From an optimization exercise on the open Yosys and OpenROAD flow, aimed at small area and a short achievable clock period; shortcuts taken in it are not production practice.
The RTL was checked by simulation tests, not by an equivalence proof against the original design.
Power figures rest on the tool's default switching activity, not on a simulated workload.

[flow/config.mk]
export PLATFORM = sky130hd
export DESIGN_NAME = mem_stage
export DESIGN_NICKNAME = mem_stage
export VERILOG_FILES = /design/flow/design.v
export SDC_FILE = /design/flow/constraint.sdc
export NUM_CORES = 4
export LEC_CHECK = 0
export CAP_MARGIN = 20
export CORE_MARGIN = 2
export CORE_UTILIZATION = 40
export SETUP_SLACK_MARGIN = 2.0
export SLEW_MARGIN = 20
[flow/constraint.sdc]
create_clock -name core_clock -period 5.5 [get_ports {clk}]
set_input_delay 1.1000 -clock core_clock [delete_from_list [all_inputs] [get_ports {clk}]]
set_output_delay 1.1000 -clock core_clock [all_outputs]
set_load 0.01 [all_outputs]
[flow/design.v]
`default_nettype none
package mem_stage_pkg;
    typedef logic [32-1:0] word_t;
    typedef logic [4-1:0]  lane_en_t;
    typedef logic [6+1:0] byte_addr_t;
    typedef logic [6-1:0] word_addr_t;
    typedef logic [1:0]             lane_off_t;
    typedef enum logic [3:0] {
        MEM_NONE = 4'h0,
        MEM_SB   = 4'h1,
        MEM_SH   = 4'h2,
        MEM_SW   = 4'h3,
        MEM_LB   = 4'h4,
        MEM_LBU  = 4'h5,
        MEM_LH   = 4'h6,
        MEM_LHU  = 4'h7,
        MEM_LW   = 4'h8
    } mem_op_t;
    function automatic logic is_store(mem_op_t op);
        is_store = (op == MEM_SB) || (op == MEM_SH) || (op == MEM_SW);
    endfunction
    function automatic logic is_load(mem_op_t op);
        is_load = (op == MEM_LB) || (op == MEM_LBU) || (op == MEM_LH) ||
               (op == MEM_LHU) || (op == MEM_LW);
    endfunction
endpackage
`default_nettype wire
`default_nettype none
module store_lane_align (
    input  mem_stage_pkg::mem_op_t   op,
    input  mem_stage_pkg::lane_off_t lane_off,
    input  mem_stage_pkg::word_t     wdata,
    output mem_stage_pkg::word_t          lane_data,
    output mem_stage_pkg::lane_en_t       lane_en,
    output logic           misaligned,
    input  wire            valid
);
    logic half_op;
    logic word_op;
    always_comb begin
        lane_data = '0;
        lane_en   = '0;
        unique case (op)
            mem_stage_pkg::MEM_SB: begin
                case (lane_off)
                    2'b00: begin
                        lane_data[7:0] = wdata[7:0];
                        lane_en        = 4'b0001;
                    end
                    2'b01: begin
                        lane_data[15:8] = wdata[7:0];
                        lane_en         = 4'b0010;
                    end
                    2'b10: begin
                        lane_data[23:16] = wdata[7:0];
                        lane_en          = 4'b0100;
                    end
                    default: begin
                        lane_data[31:24] = wdata[7:0];
                        lane_en          = 4'b1000;
                    end
                endcase
            end
            mem_stage_pkg::MEM_SH: begin
                if (lane_off[1]) begin
                    lane_data[31:16] = wdata[15:0];
                    lane_en          = 4'b1100;
                end else begin
                    lane_data[15:0] = wdata[15:0];
                    lane_en         = 4'b0011;
                end
            end
            mem_stage_pkg::MEM_SW: begin
                lane_data = wdata;
                lane_en   = '1;
            end
            default: begin
                lane_data = '0;
                lane_en   = '0;
            end
        endcase
    end
    assign half_op = (op == mem_stage_pkg::MEM_SH) || (op == mem_stage_pkg::MEM_LH) || (op == mem_stage_pkg::MEM_LHU);
    assign word_op = (op == mem_stage_pkg::MEM_SW) || (op == mem_stage_pkg::MEM_LW);
    assign misaligned = valid && ((half_op && lane_off[0]) ||
                                  (word_op && (lane_off != 2'b00)));
endmodule
`default_nettype wire
`default_nettype none
module data_ram (
    input  wire             clk,
    input  wire             rst_n,
    input  wire             valid,
    input  mem_stage_pkg::word_addr_t word_addr,
    input  mem_stage_pkg::word_t      lane_data,
    input  mem_stage_pkg::lane_en_t   lane_en,
    output mem_stage_pkg::word_t           rd_word
);
    localparam int DEPTH  = 1 << 6;
    localparam int LANE_W = 32 / 4;
    mem_stage_pkg::word_t mem [DEPTH];
    logic  wr_en;
    assign wr_en = valid && (lane_en != '0);
    always_ff @(posedge clk) begin
        if (wr_en) begin
            for (int i = 0; i < 4; i++) begin
                if (lane_en[i]) begin
                    mem[word_addr][LANE_W*i +: LANE_W] <= lane_data[LANE_W*i +: LANE_W];
                end
            end
        end
    end
    always_ff @(posedge clk) begin
        if (valid) begin
            rd_word <= mem[word_addr];
        end
    end
endmodule
`default_nettype wire
`default_nettype none
module load_lane_extract (
    input  wire            clk,
    input  wire            rst_n,
    input  wire            valid,
    input  mem_stage_pkg::mem_op_t   op,
    input  mem_stage_pkg::lane_off_t lane_off,
    input  mem_stage_pkg::word_t     rd_word,
    output mem_stage_pkg::word_t          rdata,
    output logic           rdata_valid
);
    localparam int BYTE_W = 8;
    localparam int HALF_W = 16;
    logic              pending;
    mem_stage_pkg::mem_op_t           op_q;
    mem_stage_pkg::lane_off_t         off_q;
    logic [BYTE_W-1:0] sel_byte;
    logic [HALF_W-1:0] sel_half;
    always_ff @(posedge clk) begin
        if (!rst_n) begin
            pending <= 1'b0;
        end else begin
            pending <= valid && ((op == mem_stage_pkg::MEM_LB) || (op == mem_stage_pkg::MEM_LBU) ||
                                (op == mem_stage_pkg::MEM_LH) || (op == mem_stage_pkg::MEM_LHU) ||
                                (op == mem_stage_pkg::MEM_LW));
        end
    end
    always_ff @(posedge clk) begin
        if (valid) begin
            op_q  <= op;
            off_q <= lane_off;
        end
    end
    assign rdata_valid = pending;
    always_comb begin
        case (off_q)
            2'b00:   sel_byte = rd_word[7:0];
            2'b01:   sel_byte = rd_word[15:8];
            2'b10:   sel_byte = rd_word[23:16];
            default: sel_byte = rd_word[31:24];
        endcase
    end
    assign sel_half = off_q[1] ? rd_word[31:16] : rd_word[15:0];
    always_comb begin
        case (op_q)
            mem_stage_pkg::MEM_LB: begin
                rdata = {{(32-BYTE_W){sel_byte[BYTE_W-1]}}, sel_byte};
            end
            mem_stage_pkg::MEM_LBU: begin
                rdata = {{(32-BYTE_W){1'b0}}, sel_byte};
            end
            mem_stage_pkg::MEM_LH: begin
                rdata = {{(32-HALF_W){sel_half[HALF_W-1]}}, sel_half};
            end
            mem_stage_pkg::MEM_LHU: begin
                rdata = {{(32-HALF_W){1'b0}}, sel_half};
            end
            mem_stage_pkg::MEM_LW: begin
                rdata = rd_word;
            end
            default: begin
                rdata = '0;
            end
        endcase
    end
endmodule
`default_nettype wire
`default_nettype none
module mem_stage (
    input  wire             clk,
    input  wire             rst_n,
    input  wire             valid,
    input  mem_stage_pkg::mem_op_t    op,
    input  mem_stage_pkg::byte_addr_t addr,
    input  mem_stage_pkg::word_t      wdata,
    output mem_stage_pkg::word_t           rdata,
    output logic            rdata_valid,
    output logic            misaligned
);
    mem_stage_pkg::word_addr_t word_addr;
    mem_stage_pkg::lane_off_t  lane_off;
    mem_stage_pkg::word_t      lane_data;
    mem_stage_pkg::lane_en_t   lane_en;
    mem_stage_pkg::word_t      rd_word;
    assign word_addr = addr[6+1:2];
    assign lane_off  = addr[1:0];
    store_lane_align u_store_align (
        .op         (op),
        .lane_off   (lane_off),
        .wdata      (wdata),
        .lane_data  (lane_data),
        .lane_en    (lane_en),
        .misaligned (misaligned),
        .valid      (valid)
    );
    data_ram u_ram (
        .clk       (clk),
        .rst_n     (rst_n),
        .valid     (valid),
        .word_addr (word_addr),
        .lane_data (lane_data),
        .lane_en   (lane_en),
        .rd_word   (rd_word)
    );
    load_lane_extract u_load_extract (
        .clk         (clk),
        .rst_n       (rst_n),
        .valid       (valid),
        .op          (op),
        .lane_off    (lane_off),
        .rd_word     (rd_word),
        .rdata       (rdata),
        .rdata_valid (rdata_valid)
    );
endmodule
`default_nettype wire
[flow/run.sh]
#!/bin/bash
# synth_recipe.tcl (not shown) runs the flow's synth.tcl, then flattens the netlist and writes it again
# the make line also repeats each setting of config.mk as NAME=value (left out here)
make -C /OpenROAD-flow-scripts/flow DESIGN_CONFIG=/design/flow/config.mk WORK_HOME=/design/flow/orfs CLKGATE_MAP_FILE= SYNTH_SCRIPT=/design/flow/synth_recipe.tcl finish
==> flow_metrics.py <==
metrics = {
    "timing": {
        "rsz0062_at_grt": "true",
        "fin_skew_ns": 0.0362,
        "fmax_ghz": 0.258,
        "finalSetupTns_ns": 0,
        "tightest_slew_ns": 1.32,
        "final_hold_viol_count": 0,
        "finalMaxSlewViolations": 0,
        "finalCriticalPeriod_ns": 3.87,
        "slew_headroom": 0.120,
        "setup_viol": 0,
        "finalCritPeriodShare": 0.704,
    },
    "power_and_ir_drop": {
        "power_frac_comb": 0.062,
        "swShare": 0.224,
        "leakage_uw": 0.0274,
        "intPower_uw": 25800,
        "powerDensity_nw_per_um2": 345,
        "p_sw_uw": 7450,
        "peakVddDrop_mv": 0.262,
        "pwr-share-clk": 0.413,
        "pwr-share-seq": 0.526,
    },
    "global_route": {
        "grtUsageMet2": 0.415,
        "grt_use_met1": 0.356,
        "grt_pass1_vias": 49000,
        "grt_max_degree": 79,
        "grt_pass1_wl_um": 404000,
        "antenna_found_initial": 21,
        "grt-busiest-layer": "met2",
        "grt_use_met3": 0.0769,
        "grtUsageTotal": 0.279,
        "grt-ovfl-total": 0,
    },
    "place": {
        "gp_congestion": 0.990,
        "dp_cells": 7645,
        "hpwl_um": 195000,
        "portBuffers": 80,
    },
    "detailed_routing": {
        "via_per_inst": 6.34,
        "ant_nets": 0,
        "wire_per_inst_um": 36.9,
        "drtPass1Iterations": 6,
        "num_vias": 51200,
        "drcViolationCount": 0,
        "drt_wl_total_um": 298000,
        "drtIter0Drc": 7919,
    },
    "synthesis": {
        "yosysTopAreaCellShare": 0.762,
        "synth.distinct_cells": 67,
        "ys_ff_latch": 2087,
        "syn_inst": 4675,
        "synth_edf_count": 2086,
        "synth.most_common_cell": "edfxtp_1",
        "synthFlopType": "edfxtp_1",
        "synth_area_um2": 82200,
        "synth_nets": 4722,
        "synth_seq_area_share": 0.762,
        "yosysTopAreaCell": "edfxtp_1",
        "ys_warn_count": 3,
        "async_flop_share": 0,
        "yosys-top-cells-area": "edfxtp_1 76%, mux4_2 3.7%, mux2i_1 3.5%, mux2_2 2.1%, a221oi_1 2.0%",
        "syn_avg_cell_area_um2": 17.6,
        "synth_common_cells": "2086 x edfxtp_1, 379 x nor2_1, 288 x mux2i_1",
    },
    "setup_path": {
        "end_kind": "output pin",
        "setup.worst_path.class": "flop to output pin",
        "startpoint_type": "flop",
        "cp.arrival_ns": 2.77,
        "r2r_cells": 5,
        "regToRegEndpoint": "u_ram.rd_word[13]$_DFFE_PP_",
        "cp.required_ns": 4.40,
        "cp_max_fo": 5,
        "r2r-start": "u_ram.mem[38][13]$_DFFE_PP_",
        "rrSetupSlack_ns": 2.94,
    },
    "final_layout": {
        "nFillCells": 17300,
        "fin_cells": 8077,
        "regArea_um2": 62700,
        "fin_nets": 5260,
        "finish.utilization": 0.472,
        "drive_above_1_share": 0.243,
        "multiInputGateArea_um2": 18200,
        "syn_to_final_growth_pct": 17.4,
    },
    "floorplanning": {
        "die_width_um": 457,
        "die_y_um": 457,
        "fp.dieArea_um2": 209000,
        "initial_utilization": 0.402,
        "num_rows": 166,
        "core_um2": 204000,
        "io_pins": 81,
    },
    "min_path": {
        "whs_path_depth": 1,
        "min-delay-path-class": "input port to flop",
        "hp-start": "op[0]",
        "hold_end": "u_load_extract.op_q[0]$_DFFE_PP_",
    },
    "cts": {
        "clock_latency_ns": 0.89,
        "numCtsBuffers": 209,
        "cts_root_buf": "clkbuf_16",
        "cts_tree": "built",
        "clockBufferDepth": 3,
        "cts-htree-levels": 4,
        "clk_pin_slew_ns": 0.06,
        "ctsHoldBuffers": 0,
        "clock-sinks": 2087,
    },
    "job": {
        "cap_viol_max_count": 0,
    },
    "status": {
        "outcome": "finished clean",
    },
}
[per-layer routing]
layer,routed length (µm),vias up,share of wire
li1,-,20100,-
met1,107000,26500,0.36
met2,133000,3792,0.45
met3,35900,775,0.12
met4,22000,24,0.074
met5,190,-,0.00064
[state kept, by name, indices dropped and copies added, names as in the netlist]
register,flops
u_load_extract.op_q,4
u_load_extract.off_q,2
u_ram.rd_word,32
u_load_extract.pending,1
u_ram.mem,2048
[cell type report]
type / count / share of cell area
clock inverter: 100 / 0.00914
timing repair buffer: 656 / 0.0588
clock buffer: 273 / 0.0580
sequential: 2087 / 0.649
multi-input combinational: 2245 / 0.189
tap: 2688 / 0.0349
inverter: 14 / 0.000648
antenna: 14 / 0.000363
[how the worst max path moves through the flow]
| stage | start | to | cells past startpoint |
|---|---|---|---|
| 5_1_grt | u_ram.rd_word[15]$_DFFE_PP_ | rdata[19] | 8 |
| 6_report | u_load_extract.off_q[1]$_DFFE_PP_ | rdata[19] | 8 |
| 3_3_place_gp | addr[7] | u_ram.rd_word[21]$_DFFE_PP_ | 6 |
| 4_1_cts | u_ram.rd_word[15]$_DFFE_PP_ | rdata[19] | 8 |
| 2_1_floorplan | op[0] | u_ram.mem[10][10]$_DFFE_PP_ | 6 |
| 3_5_place_dp | op[2] | u_ram.mem[62][12]$_DFFE_PP_ | 7 |
[critical path, stage by stage (launching register included)]
cell and delay, ns:
edfxtp_1 0.50, mux2_4 0.27, nand2_4 0.06, o21ai_4 0.08, mux2i_1 0.09, or3_4 0.51
buf_6 0.19, nand2_8 0.08, buf_6 0.11
[cells by family (layout without fill, tap and decap cells)]
family	count (synthesis)	after routing	share of synthesized area
AOI/OAI and AO/OA	950	951	0.0837
adders and majority gates	1	1	0.000122
buffers and inverters	344	1043	0.0222
DFF	2087	2087	0.762
muxes	589	589	0.0947
other	0	14	0
and+or+nand+nor	704	704	0.0368
[metrics by stage]
stage | setup WS (ns) | power [µW] | cell area, µm² | hold slack [ns]
final | 1.63 | 33300 | 96500 | 0.654
after detailed placement | 0.801 | 19700 | 89300 | 0.698
after CTS | 1.65 | 33300 | 96300 | 0.623
after global routing | 1.60 | 33900 | 96500 | 0.678
after global placement | 0.474 | 19700 | 89200 | 0.692
after floorplan | 2.14 | 18700 | 82200 | 0.610
[power groups by stage]
stage / Clock, µW / Combinational [µW] / Sequential, µW
3_5_place_dp: 0 / 1870 / 17900
4_1_cts: 13800 / 1970 / 17500
2_1_floorplan: 0 / 943 / 17800
6_report: 13700 / 2050 / 17500
3_3_place_gp: 0 / 1860 / 17900
5_1_grt: 14400 / 2070 / 17500
[cell usage in the layout, fill, tap and decap left out, types with 15 or more instances in the layout]
cell type	instances
edfxtp_1	2086
buf_4	520
nor2_1	350
mux2i_1	286
clkbuf_16	215
a221oi_1	188
nand2_1	171
a21oi_1	168
mux2_2	155
a22oi_1	145
mux4_2	134
o21ai_0	116
o22ai_1	91
a221o_1	62
clkbuf_1	58
clkinv_1	47
buf_12	43
clkdlybuf4s50_1	37
buf_6	33
nand3_1	24
a222oi_1	22
nor2_2	21
a22o_1	21
clkinv_2	21
a22o_2	16
a31oi_1	16
o221ai_1	16
o2bb2ai_1	15
[repair_timing]
action / CTS / global route
setup buffers: 39 / 4
setup endpoints to repair: 343 / 257
gates cloned: 1 / 1
pin swaps: 10 / 5
gates resized for setup: 218 / 47

-- port drivers added, routing unchanged --
No port has a modelled driver above. Below, the same layout with a new extraction and two added sets of constraints. Step 1, drivers: a clkbuf_16 drives clk and a buf_2 each remaining input, both assumed. Step 2 also shifts input and output timing later by t, the mid clock arrival at the registers, as if the neighbouring blocks saw the same clock. a / b / c = ideal ports / drivers / drivers and shift; a / b = the first two.
t, ns: 0.956
setup slack, ns: 1.630 / 1.536 / 0.932
worst data-port slew with drivers (ns): 0.07
After both steps this run still meets setup and hold. The setup slack of this run moves by -0.094 ns with the drivers and by -0.698 ns with both steps.
